This design comes from an exercise in tuning for small area, a short achievable clock period and few clock cycles per item on the open sky130 flow, not from production work.
In this exercise RTL edits were held to simulation tests only and were not proved equivalent to the original.

==> flow/design.v <==
module decode_alu_core #(
    parameter int K = 8    
) (
    input  logic        clk,
    input  logic        rst,
    input  logic [6:0]  opcode,
    input  logic [2:0]  funct3,
    input  logic [6:0]  funct7,
    input  logic        NOP,
    output logic [2:0]  ImmType,
    output logic        B_Zero,
    output logic [1:0]  isPC_select,
    output logic        RegWriteHZ,
    output logic        MemWriteHZ,
    output logic        MemReadHZ,
    output logic        ALUSrcHZ,
    output logic        BranchHZ,
    output logic        JumpHZ,
    output logic        JumpRegHZ,
    output logic [1:0]  ResultSrcHZ,
    output logic [2:0]  ImmTypeHZ,
    output logic [4:0]  ALUControlHZ,
    input  logic [31:0] rdA,
    input  logic [31:0] rdB,
    input  logic [4:0]  ALUControl,
    output logic [31:0] ALUresult,
    output logic        Carry,
    output logic        Zero,
    output logic        mul_done,
    output logic        div_done
);
    localparam logic [4:0] A_ADD = 5'd0, A_SUB = 5'd1, A_AND = 5'd2, A_OR = 5'd3, A_XOR = 5'd4;
    localparam logic [4:0] A_SLL = 5'd5, A_SRL = 5'd6, A_SRA = 5'd7, A_SLT = 5'd8, A_SLTU = 5'd9;
    localparam int NCH = 32 / K;
    logic       rw, mw, mr, as, br, jp, jr, bz, kill;
    logic [1:0] rs_sel, pcs;
    logic [2:0] it;
    logic [4:0] ac, fop;
    always_comb begin
        rw = 1'b0; mw = 1'b0; mr = 1'b0; as = 1'b0; br = 1'b0; jp = 1'b0; jr = 1'b0; bz = 1'b0;
        rs_sel = 2'b00; pcs = 2'b00; it = 3'b000; ac = A_ADD; fop = A_ADD;
        case (funct3)
            3'd1: fop = A_SLL;
            3'd2: fop = A_SLT;
            3'd3: fop = A_SLTU;
            3'd4: fop = A_XOR;
            3'd5: fop = A_SRL;
            3'd6: fop = A_OR;
            3'd7: fop = A_AND;
            default: fop = A_ADD;
        endcase
        case (opcode)
            7'b0110011: begin
                rw = 1'b1;
                ac = (funct7 == 7'b0000001) ? {2'b10, funct3} :
                     (funct7[5] && funct3 == 3'd0) ? A_SUB :
                     (funct7[5] && funct3 == 3'd5) ? A_SRA : fop;
            end
            7'b0010011: begin
                rw = 1'b1; as = 1'b1;
                ac = (funct7[5] && funct3 == 3'd5) ? A_SRA : fop;
            end
            7'b0000011: begin rw = 1'b1; as = 1'b1; mr = 1'b1; rs_sel = 2'b01; end
            7'b0100011: begin as = 1'b1; mw = 1'b1; it = 3'b001; end
            7'b1100011: begin
                br = 1'b1; it = 3'b010;
                case (funct3)
                    3'b100: begin ac = A_SLT;  bz = 1'b1; end
                    3'b101: begin ac = A_SLT;  bz = 1'b0; end
                    3'b110: begin ac = A_SLTU; bz = 1'b1; end
                    3'b111: begin ac = A_SLTU; bz = 1'b0; end
                    default: begin ac = A_SUB; bz = funct3[0]; end
                endcase
            end
            7'b1101111: begin rw = 1'b1; jp = 1'b1; it = 3'b100; rs_sel = 2'b10; end
            7'b1100111: begin rw = 1'b1; jr = 1'b1; as = 1'b1; rs_sel = 2'b10; end
            7'b0110111: begin rw = 1'b1; as = 1'b1; it = 3'b011; pcs = 2'b10; end
            7'b0010111: begin rw = 1'b1; as = 1'b1; it = 3'b011; pcs = 2'b01; end
            default: ;
        endcase
    end
    assign kill = rst | NOP;
    assign {ImmType, B_Zero, isPC_select} = rst ? 6'd0 : {it, bz, pcs};
    assign {RegWriteHZ, MemWriteHZ, MemReadHZ, ALUSrcHZ, BranchHZ, JumpHZ,
            JumpRegHZ, ResultSrcHZ, ImmTypeHZ, ALUControlHZ} =
           kill ? 17'd0 : {rw, mw, mr, as, br, jp, jr, rs_sel, it, ac};
    logic [31:0] a, b;
    assign a = rdA;
    assign b = rdB;
    logic        inv, cout, ltu, lts;
    logic [31:0] bx, sum;
    assign inv = ALUControl[3] | ALUControl[0];           
    assign bx  = b ^ {32{inv}};
    assign {cout, sum} = {1'b0, a} + {1'b0, bx} + {32'd0, inv};
    assign ltu = !cout;
    assign lts = (a[31] ^ b[31]) ? a[31] : sum[31];
    logic [31:0] zc;
    logic        z_as;
    assign zc   = a ^ bx ^ {a[30:0] | bx[30:0], inv};
    assign z_as = ~|zc;
    logic [31:0] sh_in, sh_out, sh_rev, shl;
    logic        left, fill;
    assign left = !ALUControl[1];                          
    assign fill = ALUControl[1] & ALUControl[0] & a[31];
    always_comb for (int i = 0; i < 32; i++) sh_rev[i] = a[31 - i];
    assign sh_in  = left ? sh_rev : a;
    assign sh_out = $signed({fill, sh_in}) >>> b[4:0];
    always_comb for (int i = 0; i < 32; i++) shl[i] = sh_out[31 - i];
    logic [31:0] alu_res;
    logic        alu_c, alu_z;
    always_comb begin
        alu_res = '0;
        alu_c = 1'b0;
        alu_z = 1'b1;
        case (ALUControl)
            A_ADD:  begin alu_res = sum; alu_c = cout; alu_z = z_as; end
            A_SUB:  begin alu_res = sum; alu_c = cout; alu_z = z_as; end
            A_AND:  begin alu_res = a & b; alu_z = ~|(a & b); end
            A_OR:   begin alu_res = a | b; alu_z = ~|(a | b); end
            A_XOR:  begin alu_res = a ^ b; alu_z = (a == b); end
            A_SLL:  begin alu_res = shl;    alu_z = ~|sh_out; end
            A_SRL:  begin alu_res = sh_out; alu_z = ~|sh_out; end
            A_SRA:  begin alu_res = sh_out; alu_z = ~|sh_out; end
            A_SLT:  begin alu_res = {31'd0, lts}; alu_z = !lts; end
            A_SLTU: begin alu_res = {31'd0, ltu}; alu_z = !ltu; end
            default: ;
        endcase
    end
    logic        busy, done;
    logic [4:0]  cnt;
    logic [32:0] hi;           
    logic [31:0] lo;           
    logic [31:0] dd;           
    logic        neg_q, neg_r;
    logic m_op, is_div, start;
    assign m_op   = ALUControl[4:3] == 2'b10;
    assign is_div = ALUControl[2];
    assign start  = m_op && !busy && !done;
    logic              a_sgn, b_sgn;
    logic signed [32:0] a_ext;
    logic [K-1:0]      chunk;
    logic [4:0]        cidx;
    logic signed [K:0] chunk_s;
    logic signed [33+K:0] mt;
    assign a_sgn = ALUControl[1:0] != 2'b11;                        
    assign b_sgn = ALUControl[1:0] == 2'b01;                        
    assign a_ext = {a_sgn & a[31], a};
    assign cidx  = busy ? cnt : 5'd0;
    assign chunk = b[cidx*K +: K];
    assign chunk_s = {(b_sgn && cidx == NCH - 1) ? chunk[K-1] : 1'b0, chunk};
    assign mt = $signed(busy ? hi : 33'd0) + a_ext * chunk_s;
    logic        d_sgn, a_neg, b_neg, b_zero;
    logic [31:0] am, bm;
    logic [5:0]  lza, lzb, nsh;
    assign d_sgn  = !ALUControl[0];                                 
    assign a_neg  = d_sgn & a[31];
    assign b_neg  = d_sgn & b[31];
    assign am     = a_neg ? -a : a;
    assign bm     = b_neg ? -b : b;
    assign b_zero = b == 32'd0;
    always_comb begin
        lza = 6'd32;
        for (int i = 0; i < 32; i++) if (am[i]) lza = 6'(31 - i);
        lzb = 6'd32;
        for (int i = 0; i < 32; i++) if (bm[i]) lzb = 6'(31 - i);
    end
    assign nsh = lzb - lza;                                         
    logic [32:0] dsub;
    logic        ge;
    assign dsub = {1'b0, hi[31:0]} - {1'b0, dd};
    assign ge   = !dsub[32];
    always_ff @(posedge clk) begin
        if (rst) begin
            busy <= 1'b0;
            done <= 1'b0;
        end else if (done) begin
            done <= 1'b0;
        end else if (start && !is_div) begin
            hi   <= mt[33+K:K];
            lo   <= {mt[K-1:0], lo[31:K]};
            cnt  <= 5'd1;
            busy <= NCH > 1;
            done <= NCH == 1;
        end else if (start) begin
            hi    <= {1'b0, am};
            neg_q <= a_neg ^ b_neg;
            neg_r <= a_neg;
            dd    <= bm << nsh[4:0];
            cnt   <= nsh[4:0];
            if (b_zero) begin
                lo   <= '1;
                neg_q <= 1'b0;
                done <= 1'b1;
            end else if (nsh[5]) begin
                lo   <= '0;
                done <= 1'b1;
            end else begin
                lo   <= '0;
                busy <= 1'b1;
            end
        end else if (busy && !is_div) begin
            hi  <= mt[33+K:K];
            lo  <= {mt[K-1:0], lo[31:K]};
            cnt <= cnt + 5'd1;
            if (cnt == 5'(NCH - 1)) begin
                busy <= 1'b0;
                done <= 1'b1;
            end
        end else if (busy) begin
            if (ge) hi <= dsub;
            lo  <= {lo[30:0], ge};
            dd  <= dd >> 1;
            cnt <= cnt - 5'd1;
            if (cnt == 5'd0) begin
                busy <= 1'b0;
                done <= 1'b1;
            end
        end
    end
    logic        sel_lo, negr;
    logic [31:0] msel, m_res;
    assign sel_lo = is_div ? !ALUControl[1] : ALUControl[1:0] == 2'b00;
    assign msel   = sel_lo ? lo : hi[31:0];
    assign negr   = is_div & (ALUControl[1] ? neg_r : neg_q);
    assign m_res  = negr ? -msel : msel;
    assign ALUresult = rst ? '0 : done ? m_res : ALUControl[4] ? '0 : alu_res;
    assign Carry     = !rst && !done && !ALUControl[4] && alu_c;
    assign Zero      = !rst && (done ? ~|msel : ALUControl[4] ? 1'b1 : alu_z);
    assign mul_done  = !rst && done && !is_div;
    assign div_done  = !rst && done && is_div;
endmodule
==> flow/run.sh <==
#!/bin/bash
# synth_recipe.tcl (not shown) runs the flow's synth.tcl, then flattens the netlist and writes it again
# the make line also repeats each setting of config.mk as NAME=value (left out here)
make -C /OpenROAD-flow-scripts/flow DESIGN_CONFIG=/design/flow/config.mk WORK_HOME=/design/flow/orfs CLKGATE_MAP_FILE= SYNTH_SCRIPT=/design/flow/synth_recipe.tcl finish
==> flow/config.mk <==
export PLATFORM = sky130hd
export DESIGN_NAME = decode_alu_core
export DESIGN_NICKNAME = decode_alu_core
export VERILOG_FILES = /design/flow/design.v
export SDC_FILE = /design/flow/constraint.sdc
export NUM_CORES = 4
export LEC_CHECK = 0
export CAP_MARGIN = 20
export CORE_MARGIN = 2
export CORE_UTILIZATION = 40
export SLEW_MARGIN = 20
==> flow/constraint.sdc <==
create_clock -name core_clock -period 12.5 [get_ports {clk}]
set_input_delay 2.5000 -clock core_clock [delete_from_list [all_inputs] [get_ports {clk}]]
set_output_delay 2.5000 -clock core_clock [all_outputs]
set_load 0.01 [all_outputs]
==> out/results.ini, run 1 <==
[run_status]
status=finished clean

[cts]
cts-buffers-inserted=9
post_cts_hold_fix_bufs=0
clock_latency_ns=0.37
post-cts-setup-buffer-count=0
clk_pin_slew_worst_paths_ns=0.09
tritoncts_num_sinks=106
cts_htree_levels=3
clock_tree_from_tritoncts=done
postCtsResizedCells=0
root_buffer=clkbuf_16
max-clock-path-buffers=2

[sta]
max_slew.worst_pin.slew_ns=1.19
finalSetupTns_ns=0
post-route-min-period_ns=10.93
timing_hold_violations_final=0
unrepaired_setup_endpoints_after_global_routing=no
slew_headroom=0.206
timing.final.crit_share=0.874
count_of_pins_over_their_slew_limit=0
achievable-frequency_ghz=0.0915
setup_viol_count_final=0
final.setup.worst_slack_ns=1.57
largest_clock_skew_in_the_final_design_ns=0.0127

[synthesis]
synthesis.area_um2=31800
synth_seq_area_share=0.0995
synth_cells=3921
synth_cell_type_count=85
synth_seq_cells=106
avg_inst_size_synth_um2=8.11
synth_enable_flop_cells=104
synth.yosys.warnings=1
synthesis.nets=4548
synth-async-reset-ratio=0
synth_ff_type=edfxtp_1

[drt]
postRouteWirelength_um=149000
drcViolationCount=0
postRouteAntennaNets=0
dr_total_vias=32381
m1_wire_length_um=57600
drt-vias-per-instance=6.54
topRoutingLayerUsed=met4
dr.pass1.iters=7
wire_per_inst_um=30.1
drt_iter0_drc=4912
detailed_route_wirelength_on_metal3_um=18200
met2_wirelength_um=61700

[floorplanning]
die_width_um=286
std_cell_rows=103
fp.dieArea_um2=81700
core_region_area_um2=78900
chipHeight_um=286
floorplan.io_pins=148
floorplan.initialDensity=0.403

[global_route]
grt_overall_usage=0.359
globalRouteOverflowTotal=0
grt_start_max_net_pins=65
antenna_found_initial=4
grt_pass1_vias=31012
grt_pass1_wl_um=216000

[finish]
seqCellArea_um2=3170
multiInputGateArea_um2=26300
area_growth_pct=9.29
final_nets=4523
n_antenna_cell=0
post_route_cells_drive_above_1_share=0.0692
layout.core_utilization=0.440
nFillCells=7965

[worst_setup_path]
worstSetupStartpoint=rdB[23]
timing.critical_path.fanout_max=35
worst_r2r_path_depth=24
timing_worst_setup_path_type=in2reg
worst_r2r_startpoint=cnt[0]$_SDFFCE_PP1P_
cp-end-kind=flop
regToRegSetupSlack_ns=3.48
worstPathArrival_ns=11.12
critical_path_required_ns=12.69
setup.worst_path.end=hi[30]$_DFFE_PP_
cp-start-kind=input pin
critical_path.reg2reg.endpoint=hi[30]$_DFFE_PP_

[placed_design]
io_buffer_count=147
place_worst_setup_slack_ns=1.39
gp_congestion=1.11
detailedPlacementHpwl_um=116000

[job]
max_cap_violations=0

[hold_path]
worst_hold_path_type=reg2reg

## flip-flops by register name (all words and copies together) (netlist names)
register,count
busy,1
dd,32
neg_r,1
cnt,5
lo,32
hi,33
neg_q,1
done,1
## area by class of cell
class	instances	area share
flip-flops and latches	106	0.0911
multi-input cells	3138	0.757
clock inverters	7	0.00249
repair buffers	236	0.0615
inverters	405	0.0438
clock buffers	9	0.00648
well taps	1050	0.0378
## cell usage in the layout, fill, tap and decap left out, drive strengths merged, types with 12 or more instances in the layout
master / instances
a211oi: 57
a21boi: 12
a21o: 62
a21oi: 189
a221o: 15
a221oi: 30
a222oi: 12
a22oi: 47
a311oi: 14
a31oi: 59
and2: 151
and3: 26
buf: 95
clkdlybuf4s50: 141
edfxtp: 104
fa: 275
ha: 263
inv: 404
mux2: 14
mux2i: 83
mux4: 78
nand2: 476
nand2b: 30
nand3: 63
nand4: 44
nor2: 218
nor2b: 23
nor3: 74
nor4: 56
o211ai: 25
o21a: 26
o21ai: 179
o21bai: 13
o221ai: 27
o22ai: 29
o31ai: 28
or3: 17
or4: 12
xnor2: 202
xor2: 58
## worst max-delay path, cell delays in order
cell and delay (ns):
clkdlybuf4s50_1 0.67, clkinv_1 0.31, nor2_1 0.20, a211oi_1 0.09, a311oi_4 0.30, buf_4 0.45
and4b_1 0.66, nand2_1 0.15, fa_1 0.55, fa_1 0.45, fa_1 0.48, fa_1 0.51
inv_1 0.05, fa_1 0.45, ha_1 0.34, and3_1 0.21, a211oi_1 0.34, o21ai_0 0.21
o22ai_1 0.44, o32ai_1 0.28, or4b_2 0.71, nand3_1 0.10, nand4b_1 0.15, xnor2_1 0.17
a222oi_1 0.32
## kinds of logic (layout without fill, tap and decap cells)
kind of cell / after synthesis / in the layout / share of synthesized area
simple gates: 1242 / 1242 / 0.189
compound gates: 923 / 923 / 0.196
buf+inv: 677 / 657 / 0.0808
fa+ha+maj: 538 / 538 / 0.277
xor+xnor: 260 / 260 / 0.0716
mux: 175 / 175 / 0.0864
flops: 106 / 106 / 0.0995
## per-layer routing
metal  track usage  vias to the layer above
met3        0.0770                      516
met4         0.231                        0
met1         0.481                    15746
met5             0                        -
met2         0.524                     2323
li1              -                    13796
## per-stage QoR
step                hold slack, ns  instance area (µm²)  instances
floorplan                    0.522                31800       3921
global placement             0.536                34400       4933
detailed placement           0.556                34400       4934
CTS                          0.578                34700       4950
global route                 0.609                34700       4951
finish                       0.568                34700       4951
## synthesized netlist by cell type, types with 59 or more instances
library cell,count,share of area
nand2_1,476,0.056
a21oi_1,189,0.030
nor2_1,218,0.026
mux2i_1,83,0.026
fa_1,275,0.17
edfxtp_1,104,0.098
o21ai_0,177,0.028
a31oi_1,59,0.012
and2_1,151,0.030
xnor2_1,202,0.056
mux4_2,78,0.055
nand3_1,63,0.0099
nor3_1,72,0.011
inv_1,397,0.047
a21o_1,62,0.015
clkbuf_1,235,0.028
ha_1,263,0.10
## worst min-delay path by stage
stage	slack [ns]	start	end	cells after the start
floorplan	0.52	dd[22]$_DFFE_PP_	dd[21]$_DFFE_PP_	2
global placement	0.54	dd[22]$_DFFE_PP_	dd[21]$_DFFE_PP_	2
detailed placement	0.56	dd[24]$_DFFE_PP_	dd[23]$_DFFE_PP_	2
CTS	0.58	dd[24]$_DFFE_PP_	dd[23]$_DFFE_PP_	2
global route	0.61	dd[22]$_DFFE_PP_	dd[21]$_DFFE_PP_	2
finish	0.57	dd[24]$_DFFE_PP_	dd[23]$_DFFE_PP_	2
Testbench counts, summed over its fixed seeds: cycles 44,497, instrs 24,000.
==> run 2, diff against run 1 <==
--- a/flow/design.v
+++ b/flow/design.v
@@ -1,4 +1,5 @@
 module decode_alu_core #(
-    parameter int K = 8    
+    parameter int K = 8,   
+    parameter int DR = 2   
 ) (
     input  logic        clk,
@@ -131,5 +132,6 @@
     logic [32:0] hi;           
     logic [31:0] lo;           
-    logic [31:0] dd;           
+    logic [32:0] dd;           
+    logic        pb;           
     logic        neg_q, neg_r;
     logic m_op, is_div, start;
@@ -137,20 +139,67 @@
     assign is_div = ALUControl[2];
     assign start  = m_op && !busy && !done;
-    logic              a_sgn, b_sgn;
-    logic signed [32:0] a_ext;
-    logic [K-1:0]      chunk;
-    logic [4:0]        cidx;
-    logic signed [K:0] chunk_s;
-    logic signed [33+K:0] mt;
+    localparam int W = 35 + K;
+    logic              a_sgn, b_sgn, last, corr, prev;
+    logic [32:0]       A;
+    logic [K-1:0]      c;
+    logic [32:0]       H;
     assign a_sgn = ALUControl[1:0] != 2'b11;                        
     assign b_sgn = ALUControl[1:0] == 2'b01;                        
-    assign a_ext = {a_sgn & a[31], a};
-    assign cidx  = busy ? cnt : 5'd0;
-    assign chunk = b[cidx*K +: K];
-    assign chunk_s = {(b_sgn && cidx == NCH - 1) ? chunk[K-1] : 1'b0, chunk};
-    assign mt = $signed(busy ? hi : 33'd0) + a_ext * chunk_s;
+    assign A     = {a_sgn & a[31], a};
+    assign c     = start ? b[K-1:0] : lo[K-1:0];
+    assign prev  = start ? 1'b0 : pb;
+    assign H     = start ? 33'd0 : hi;
+    assign last  = start ? (NCH == 1) : (cnt == 5'(NCH - 1));
+    assign corr  = last & b[31] & !b_sgn;                           
+    logic [W-1:0] rows [K/2 + 3];
+    logic [W-1:0] mt;
+    always_comb begin
+        logic [W-1:0] cst;
+        cst = '0;
+        rows[0] = '0;
+        rows[0][31:0] = H[31:0];
+        rows[0][32] = ~H[32];
+        cst = cst - (W'(1) << 32);
+        rows[1] = '0;
+        rows[1][K +: 32] = corr ? A[31:0] : 32'd0;
+        rows[1][K + 32] = ~(corr & A[32]);
+        cst = cst - (W'(1) << (K + 32));
+        rows[2] = '0;
+        for (int i = 0; i < K / 2; i++) begin
+            logic b2, b1, b0, one, two, neg;
+            logic [33:0] p;
+            b2 = c[2*i+1];
+            b1 = c[2*i];
+            b0 = (i == 0) ? prev : c[2*i-1];
+            neg = b2;
+            one = b1 ^ b0;
+            two = (b2 & !b1 & !b0) | (!b2 & b1 & b0);
+            for (int j = 0; j < 34; j++)
+                p[j] = ((one & A[j > 32 ? 32 : j]) | (two & (j == 0 ? 1'b0 : A[j - 1 > 32 ? 32 : j - 1]))) ^ neg;
+            rows[3 + i] = '0;
+            rows[3 + i][2*i +: 33] = p[32:0];
+            rows[3 + i][2*i + 33] = ~p[33];
+            rows[2][2*i] = neg;
+            cst = cst - (W'(1) << (2*i + 33));
+        end
+        rows[2] = rows[2] | cst;    
+    end
+    function automatic logic [2*W-1:0] csa(input logic [W-1:0] x, input logic [W-1:0] y, input logic [W-1:0] z);
+        logic [W-1:0] s, cy;
+        s  = x ^ y ^ z;
+        cy = (x & y) | (x & z) | (y & z);
+        csa = {cy[W-2:0], 1'b0, s};
+    endfunction
+    logic [W-1:0] sA, cA, sB, cB, sC, cC, sD, cD, sE, cE;
+    assign {cA, sA} = csa(rows[3], rows[4], rows[5]);
+    assign {cB, sB} = csa(rows[6], rows[0], rows[1]);
+    assign {cC, sC} = csa(sA, cA, sB);
+    assign {cD, sD} = csa(sC, cC, cB);
+    assign {cE, sE} = csa(sD, cD, rows[2]);
+    assign mt = sE + cE;
     logic        d_sgn, a_neg, b_neg, b_zero;
     logic [31:0] am, bm;
     logic [5:0]  lza, lzb, nsh;
+    logic [4:0]  npad;
     assign d_sgn  = !ALUControl[0];                                 
     assign a_neg  = d_sgn & a[31];
@@ -165,9 +214,17 @@
         for (int i = 0; i < 32; i++) if (bm[i]) lzb = 6'(31 - i);
     end
-    assign nsh = lzb - lza;                                         
-    logic [32:0] dsub;
-    logic        ge;
-    assign dsub = {1'b0, hi[31:0]} - {1'b0, dd};
-    assign ge   = !dsub[32];
+    assign nsh  = lzb - lza;                                        
+    assign npad = nsh[4:0] | 5'(DR - 1);                            
+    logic [31:0] rst_r [DR + 1];
+    logic [DR-1:0] qb;
+    always_comb begin
+        rst_r[0] = hi[31:0];
+        for (int s = 0; s < DR; s++) begin
+            logic [33:0] df;
+            df = {2'b0, rst_r[s]} - {1'b0, dd >> s};
+            qb[DR - 1 - s] = !df[33];
+            rst_r[s + 1] = df[33] ? rst_r[s] : df[31:0];
+        end
+    end
     always_ff @(posedge clk) begin
         if (rst) begin
@@ -177,6 +234,7 @@
             done <= 1'b0;
         end else if (start && !is_div) begin
-            hi   <= mt[33+K:K];
-            lo   <= {mt[K-1:0], lo[31:K]};
+            hi   <= mt[32+K:K];
+            lo   <= {mt[K-1:0], b[31:K]};
+            pb   <= c[K-1];
             cnt  <= 5'd1;
             busy <= NCH > 1;
@@ -186,6 +244,6 @@
             neg_q <= a_neg ^ b_neg;
             neg_r <= a_neg;
-            dd    <= bm << nsh[4:0];
-            cnt   <= nsh[4:0];
+            dd    <= {1'b0, bm} << npad;
+            cnt   <= npad >> (DR / 2);
             if (b_zero) begin
                 lo   <= '1;
@@ -200,6 +258,7 @@
             end
         end else if (busy && !is_div) begin
-            hi  <= mt[33+K:K];
+            hi  <= mt[32+K:K];
             lo  <= {mt[K-1:0], lo[31:K]};
+            pb  <= c[K-1];
             cnt <= cnt + 5'd1;
             if (cnt == 5'(NCH - 1)) begin
@@ -208,7 +267,7 @@
             end
         end else if (busy) begin
-            if (ge) hi <= dsub;
-            lo  <= {lo[30:0], ge};
-            dd  <= dd >> 1;
+            hi  <= {1'b0, rst_r[DR]};
+            lo  <= {lo[31-DR:0], qb};
+            dd  <= dd >> DR;
             cnt <= cnt - 5'd1;
             if (cnt == 5'd0) begin
--- a/flow/config.mk
+++ b/flow/config.mk
@@ -6,6 +6,8 @@
 export NUM_CORES = 4
 export LEC_CHECK = 0
+export ABC_CLOCK_PERIOD_IN_PS = 8000
 export CAP_MARGIN = 20
 export CORE_MARGIN = 2
 export CORE_UTILIZATION = 40
+export SETUP_SLACK_MARGIN = 4.5
 export SLEW_MARGIN = 20
==> run 2 against run 1 <==
Effect of this change: critical path type is now in2out; area after synthesis shrank 0.71%; routed wire length grew 16%; largest cell class unchanged.
==> out/results.ini, run 2 <==
[run_status]
status=finished clean

[global_route]
grt_pass1_wl_um=243000  ; +12%
globalRouteOverflowTotal=0  ; unchanged
antenna_found_initial=7  ; +3
grt_overall_usage=0.405  ; +0.0455
grt_start_max_net_pins=71  ; +9.2%
grt_pass1_vias=34861  ; +12%

[finish]
final_cell_mix=438 x nand2_1, 305 x inv_1, 298 x a21oi_1, 249 x ha_1, 245 x buf_4
multiInputGateArea_um2=29600  ; +12%
largestRegisters=dd (33), hi (33), lo (32)
area_growth_pct=30.6
final_nets=4949  ; +9.4%
nFillCells=7371  ; -7.5%
post_route_cells_drive_above_1_share=0.247  ; +0.178
seqCellArea_um2=3220  ; +1.9%
mostFrequentLayoutCell=nand2_1

[cts]
clk_pin_slew_worst_paths_ns=0.09  ; about the same
clock_latency_ns=0.39  ; +0.02 ns
max-clock-path-buffers=2  ; unchanged
clock_tree_from_tritoncts=done
root_buffer=clkbuf_16
post_cts_hold_fix_bufs=0  ; unchanged
cts_htree_levels=3  ; unchanged
cts-buffers-inserted=9  ; unchanged
tritoncts_num_sinks=108  ; +1.9%

[synthesis]
synthesis.nets=4711  ; +3.6%
synth_cell_type_count=99  ; +16%
synthDominantCellAreaShare=0.119  ; -0.0539
synth_top_cell_by_area=ha_1
synth-async-reset-ratio=0  ; unchanged
avg_inst_size_synth_um2=7.53  ; -7.1%
yosys.area_share.xor_xnor=0.0896  ; +0.0180
synth_seq_cells=108  ; +1.9%
synth_cells=4192  ; +6.9%
synth_seq_area_share=0.102  ; +0.00261
synth_top_family_by_area=compound AO/OA/AOI/OAI gates
synthesis.area_um2=31600  ; -0.71%
synth.yosys.warnings=3  ; +2
portion_of_netlist_area_occupied_by_mux_cells=0.0818  ; -0.00458
synth_enable_flop_cells=106  ; +1.9%
synth_ff_type=edfxtp_1
synth_compound_gate_area_share=0.272  ; +0.0767
synthAdderAreaFrac=0.201  ; -0.0752
synthTopCellsByCount=446 x nand2_1, 374 x a21oi_1, 331 x inv_1
synth_simple_gate_area_frac=0.172  ; -0.0172
yosys.cell_count.top_type=nand2_1
synth_area_leaders=ha_1 12%, edfxtp_1 10%, fa_1 8.2%, xnor2_1 6.5%, a21oi_1 5.9%

[worst_setup_path]
worst_r2r_startpoint=hi[0]$_DFFE_PP_
worstSetupStartpoint=ALUControl[3]
cp-start-kind=input pin
regToRegSetupSlack_ns=4.74  ; +1.26 ns
setup.worst_path.end=ALUresult[26]
critical_path.reg2reg.endpoint=hi[9]$_DFFE_PP_
worst_r2r_path_depth=25  ; +4.2%
timing_worst_setup_path_type=in2out
critical_path_required_ns=10.00  ; -2.69 ns
cp-end-kind=output pin
worstPathArrival_ns=6.58  ; -4.54 ns
timing.critical_path.fanout_max=7  ; -80%

[sta]
post-route-min-period_ns=9.08  ; -1.85 ns
timing_hold_violations_final=0  ; unchanged
count_of_pins_over_their_slew_limit=0  ; unchanged
timing.final.crit_share=0.726  ; -0.148
unrepaired_setup_endpoints_after_global_routing=yes
largest_clock_skew_in_the_final_design_ns=0.0156  ; +0.00292 ns
max_slew.worst_pin.slew_ns=1.17  ; -0.0208 ns
slew_headroom=0.218  ; +0.0117
whs_ns=0.578  ; +0.00914 ns
finalSetupTns_ns=0  ; unchanged
achievable-frequency_ghz=0.110  ; +20%
setup_viol_count_final=0  ; unchanged

[hold_path]
worstHoldPathCells=2  ; unchanged
worst_hold_path_type=reg2reg

[drt]
drt_iter0_drc=5396  ; +9.9%
postRouteWirelength_um=173000  ; +16%
drcViolationCount=0  ; unchanged
dr_total_vias=37300  ; +15%
postRouteAntennaNets=0  ; unchanged
wire_per_inst_um=31.5  ; +4.6%
drt-vias-per-instance=6.80  ; +3.9%
dr.pass1.iters=9  ; +2

[floorplanning]
chipHeight_um=285  ; -0.35%
die_width_um=285  ; -0.35%
floorplan.io_pins=148  ; unchanged
fp.dieArea_um2=81200  ; -0.70%
std_cell_rows=103  ; unchanged
core_region_area_um2=78600  ; -0.33%
floorplan.initialDensity=0.401  ; -0.00154

[job]
max_cap_violations=0  ; unchanged

[placed_design]
gp_congestion=1.09  ; -1.9%
detailedPlacementHpwl_um=121000  ; +4.6%
io_buffer_count=147  ; unchanged

-- run 2: kinds of logic after synthesis --
family / count (synthesis)
AO/OA/AOI/OAI: 1314
XOR/XNOR: 322
adder cells (fa/ha/maj): 431
buffers and inverters: 668
flip-flops: 108
multiplexers: 208
AND/OR/NAND/NOR: 1141
-- run 2: worst max-delay path: stages --
cell	delay, ns
buf_16	0.13
buf_4	0.14
nor2_4	0.09
buf_12	0.15
buf_12	0.11
xnor2_4	0.08
fa_2	0.39
a21o_1	0.19
a21oi_2	0.21
o21bai_2	0.09
a2111o_1	0.45
nand2_2	0.13
a21oi_4	0.08
a21oi_2	0.19
o211ai_1	0.28
a31oi_1	0.33
mux2i_1	0.21
a21oi_1	0.10
a211oi_2	0.46
buf_2	0.23
-- run 2: cell type report --
type                       count  area share
timing repair inverter         1    0.000121
multi-input combinational   3435       0.717
antenna                        4    0.000243
timing repair buffer         517       0.130
clock inverter                 7     0.00206
tap                         1050      0.0319
clock buffer                   9     0.00546
inverter                     358      0.0349
sequential                   108      0.0782
-- run 2: repair_timing --
| action | in CTS | in global routing |
|---|---|---|
| pin swaps | 204 | 161 |
| cloned | 30 | 3 |
| buffers inserted | 169 | 70 |
| resized for setup | 715 | 252 |
| setup endpoints to repair | 110 | 100 |
-- run 2: worst min-delay path by stage --
stage | slack (ns) | startpoint | end
floorplan | 0.53 | dd[19]$_DFFE_PP_ | dd[17]$_DFFE_PP_
global placement | 0.55 | dd[23]$_DFFE_PP_ | dd[21]$_DFFE_PP_
detailed placement | 0.56 | dd[23]$_DFFE_PP_ | dd[21]$_DFFE_PP_
CTS | 0.57 | dd[23]$_DFFE_PP_ | dd[21]$_DFFE_PP_
global route | 0.65 | dd[23]$_DFFE_PP_ | dd[21]$_DFFE_PP_
finish | 0.58 | dd[23]$_DFFE_PP_ | dd[21]$_DFFE_PP_
-- run 2: layer usage --
metal | vias to the layer above | wire length (µm) | global-route usage
li1 | 15757 | - | -
met1 | 17791 | 62200 | 0.504
met2 | 2888 | 69800 | 0.588
met3 | 854 | 24700 | 0.132
met4 | 10 | 16100 | 0.285
met5 | - | 55 | 0
-- run 2: metrics by stage --
step / util / setup slack (ns) / instance area (µm²) / cells
after global placement: 0.441 / 1.75 / 34700 / 5197
after global routing: 0.524 / 3.34 / 41200 / 5485
after floorplan: - / 3.58 / 32400 / 4192
final: 0.524 / 3.42 / 41200 / 5489
after detailed placement: 0.441 / 1.64 / 34700 / 5197
after CTS: 0.502 / 3.72 / 39500 / 5412
Testbench counts of run 2, summed over its fixed seeds: cycles 41,189, instrs 24,000.
==> run 3, diff against run 2 <==
--- a/flow/design.v
+++ b/flow/design.v
@@ -89,15 +89,13 @@
     assign a = rdA;
     assign b = rdB;
-    logic        inv, cout, ltu, lts;
-    logic [31:0] bx, sum;
-    assign inv = ALUControl[3] | ALUControl[0];           
-    assign bx  = b ^ {32{inv}};
-    assign {cout, sum} = {1'b0, a} + {1'b0, bx} + {32'd0, inv};
-    assign ltu = !cout;
-    assign lts = (a[31] ^ b[31]) ? a[31] : sum[31];
-    logic [31:0] zc;
-    logic        z_as;
-    assign zc   = a ^ bx ^ {a[30:0] | bx[30:0], inv};
-    assign z_as = ~|zc;
+    logic        cout, geu, ltu, lts;
+    logic [31:0] sum, dif;
+    assign {cout, sum} = {1'b0, a} + {1'b0, b};
+    assign {geu, dif}  = {1'b0, a} + {1'b0, ~b} + 33'd1;      
+    assign ltu = !geu;
+    assign lts = (a[31] ^ b[31]) ? a[31] : dif[31];
+    logic z_add, z_sub;
+    assign z_add = ~|(a ^ b ^ {a[30:0] | b[30:0], 1'b0});
+    assign z_sub = a == b;
     logic [31:0] sh_in, sh_out, sh_rev, shl;
     logic        left, fill;
@@ -115,6 +113,6 @@
         alu_z = 1'b1;
         case (ALUControl)
-            A_ADD:  begin alu_res = sum; alu_c = cout; alu_z = z_as; end
-            A_SUB:  begin alu_res = sum; alu_c = cout; alu_z = z_as; end
+            A_ADD:  begin alu_res = sum; alu_c = cout; alu_z = z_add; end
+            A_SUB:  begin alu_res = dif; alu_c = geu;  alu_z = z_sub; end
             A_AND:  begin alu_res = a & b; alu_z = ~|(a & b); end
             A_OR:   begin alu_res = a | b; alu_z = ~|(a | b); end
==> run 3 against run 2 <==
Effect of this change: still clean on timing, DRC and antenna; routed wire length up 8.9%; final area grew 3.5%; core utilization rose by 0.69 points; setup slack better by 0.17 ns; critical endpoint is now ALUresult[0].
==> out/results.ini, run 3 <==
[synthesis]
synth_ff_type=edfxtp_1
synthesis.nets=4928  ; +4.6%
synth_seq_cells=108  ; unchanged
synth_cells=4437  ; +5.8%
synth-async-reset-ratio=0  ; unchanged
synthTopCellsByCount=448 x nand2_1, 367 x nor2_1, 355 x a21oi_1
synth_area_leaders=ha_1 10%, edfxtp_1 9.8%, fa_1 8.1%, xnor2_1 5.7%, a21oi_1 5.5%
synthesis.area_um2=32300  ; +2.4%
avg_inst_size_synth_um2=7.29  ; -3.2%
synth.yosys.warnings=3  ; unchanged
synth_top_cell_by_area=ha_1
synth_cell_type_count=95  ; -4.0%
yosys.cell_count.top_type=nand2_1
synth_enable_flop_cells=106  ; unchanged
synth_seq_area_share=0.0997  ; -0.00243
synthDominantCellAreaShare=0.105  ; -0.0144

[drt]
wire_per_inst_um=32.5  ; +3.3%
drt-vias-per-instance=6.91  ; +1.7%
drcViolationCount=0  ; unchanged
dr.pass1.iters=9  ; unchanged
postRouteAntennaNets=0  ; unchanged
postRouteWirelength_um=188000  ; +8.9%
dr_total_vias=39997  ; +7.2%
drt_iter0_drc=6091  ; +13%

[placed_design]
gp_congestion=1.09  ; +0.38%
detailedPlacementHpwl_um=131000  ; +8.0%
place_worst_setup_slack_ns=1.51  ; -0.130 ns
io_buffer_count=147  ; unchanged
place_inst=5413  ; +4.2%

[sta]
max_slew.worst_pin.slew_ns=1.14  ; -0.0260 ns
final.setup.worst_slack_ns=3.59  ; +0.168 ns
whs_ns=0.571  ; -0.00665 ns
largest_clock_skew_in_the_final_design_ns=0.00891  ; -0.00670 ns
setup_viol_count_final=0  ; unchanged
slew_headroom=0.239  ; +0.0212
achievable-frequency_ghz=0.112  ; +1.9%
finalSetupTns_ns=0  ; unchanged
timing_hold_violations_final=0  ; unchanged
post-route-min-period_ns=8.91  ; -0.168 ns
timing.final.crit_share=0.713  ; -0.0135
count_of_pins_over_their_slew_limit=0  ; unchanged
unrepaired_setup_endpoints_after_global_routing=yes

[cts]
max-clock-path-buffers=2  ; unchanged
root_buffer=clkbuf_16
cts_htree_levels=3  ; unchanged
clock_tree_from_tritoncts=done
cts-buffers-inserted=9  ; unchanged
post_cts_hold_fix_bufs=0  ; unchanged
tritoncts_num_sinks=108  ; unchanged
clk_pin_slew_worst_paths_ns=0.08  ; about the same
clock_latency_ns=0.37  ; -0.02 ns

[global_route]
antenna_found_initial=16  ; +9
globalRouteOverflowTotal=0  ; unchanged
grt_overall_usage=0.435  ; +0.0306
grt_start_max_net_pins=59  ; -17%
grt_pass1_vias=37222  ; +6.8%
grt_pass1_wl_um=265000  ; +9.2%

[finish]
post_route_cells_drive_above_1_share=0.250  ; +0.00273
layout.core_utilization=0.531  ; +0.00694
largestRegisters=dd (33), hi (33), lo (32)
area_growth_pct=31.9
final_nets=5205  ; +5.2%
mostFrequentLayoutCell=nand2_1
final_cell_mix=443 x nand2_1, 335 x nor2_1, 320 x buf_4, 293 x a21oi_1, 278 x inv_1
final-instance-count-excl-fill=5787  ; +5.4%

[worst_setup_path]
cp_cell_sequence=buf_4, clkinvlp_4, ha_4, a21oi_1, nor2_1, a211oi_2, a21bo_4, a21oi_4, a221o_1, a31oi_4, nand2b_1, a21oi_2, fa_2, buf_4, buf_6, a31oi_4, o311ai_2, a21oi_1, o221ai_1, o2bb2ai_2, buf_2
critical_path_required_ns=10.00  ; about the same
critical_path.top_delay_family=compound AO/OA/AOI/OAI gates
cp-start-kind=input pin
worst-path-buf-inv=5  ; unchanged
worstSetupStartpoint=rdB[10]
timing.critical_path.fanout_max=7  ; unchanged
slowest_delay_ns=0.43  ; -0.03 ns
worst_r2r_startpoint=hi[8]$_DFFE_PP_
cp-end-kind=output pin
crit_slowest_cell=fa_2
worstPathArrival_ns=6.41  ; -0.17 ns
timing_worst_setup_path_type=in2out

[floorplanning]
die_width_um=288  ; +1.2%
chipHeight_um=288  ; +1.2%
std_cell_rows=104  ; +0.97%
fp.dieArea_um2=83100  ; +2.4%
floorplan.io_pins=148  ; unchanged
floorplan.initialDensity=0.403  ; +0.00120
core_region_area_um2=80300  ; +2.1%

[hold_path]
hold_path_startpoint=dd[20]$_DFFE_PP_
worst_hold_path_type=reg2reg

[run_status]
status=finished clean

[job]
max_cap_violations=0  ; unchanged

[run 3: kinds of logic (layout without fill, tap and decap cells)]
family          after synthesis  after routing  share of synthesized area
compound gates             1473           1475                      0.303
fa+ha+maj                   403            403                      0.186
other cells                   0              8                          0
simple gates               1309           1325                      0.188
flops                       108            108                     0.0997
xor+xnor                    289            289                     0.0795
mux                         163            163                     0.0624
buf+inv                     692            956                     0.0811
[run 3: area by class of cell]
type	count	area (µm²)
Sequential cell	108	3220
Multi-Input combinational cell	3655	30300
Timing Repair Buffer	600	5980
Fill cell	7503	37600
Antenna cell	8	20.0
Inverter	338	1490
Clock inverter	5	67.6
Clock buffer	11	243
Tap cell	1060	1330
Timing Repair inverter	2	17.5
[run 3: worst min-delay path: cells and delay by family, from the launching register on]
kind | cells | cell delay [ns]
flip-flops | 1 | 0.35
AO/OA/AOI/OAI | 2 | 0.11
[run 3: path summary, 6_finish.rpt]
| path | end | slack (ns) | cells after the start |
|---|---|---|---|
| setup / recovery | ALUresult[0] | 3.59 | 21 |
| hold / removal | dd[18]$_DFFE_PP_ | 0.57 | 2 |
| hold reg to reg | dd[18]$_DFFE_PP_ | 0.57 | 2 |
| setup reg to reg | hi[20]$_DFFE_PP_ | 4.65 | 27 |
[run 3: metal layers]
| metal | global-route usage | share of wire | up-vias |
|---|---|---|---|
| li1 | - | - | 16862 |
| met4 | 0.358 | 0.11 | 10 |
| met1 | 0.523 | 0.35 | 18755 |
| met3 | 0.154 | 0.15 | 1043 |
| met5 | 0 | 0.00082 | - |
| met2 | 0.623 | 0.40 | 3327 |
[run 3: metrics by stage]
step	cell area [µm²]
6_report	42700
5_1_grt	42600
4_1_cts	40800
3_5_place_dp	35300
3_3_place_gp	35300
2_1_floorplan	33100
[run 3: what timing repair did]
item | in CTS | in global routing
setup buffers | 222 | 89
setup endpoints to repair | 106 | 101
resized for setup | 876 | 330
pin swaps | 173 | 160
gates cloned | 35 | 4
Testbench counts of run 3, summed over its fixed seeds: cycles 41,189, instrs 24,000.

what the ideal ports hide:
No port has a modelled driver above. Below, the same layouts with a new extraction and two added sets of constraints. Step 1: set_driving_cell puts a clkbuf_16 on clk and a buf_2 on each other input, an assumption about the parent block. Step 2 times the ports against the registers' clock, not the clock port: input delays grow and output delays shrink by t, the midpoint of the rising clock arrivals with the driver on. Slacks: ideal ports / drivers / drivers and shift; pairs: ideal ports / drivers.
| run | t, ns | setup WS [ns] | worst data-port slew with drivers (ns) |
|---|---|---|---|
| run 1 | 0.406 | 1.572 / 1.590 / 1.184 | 0.04 |
| run 2 | 0.431 | 3.425 / 3.336 / 2.982 | 0.12 |
| run 3 | 0.406 | 3.593 / 3.565 / 3.227 | 0.13 |
After both steps setup and hold are still met in every run listed. The setup slack of run 2, which loses most, moves by -0.089 ns with the drivers and by -0.443 ns with both steps.
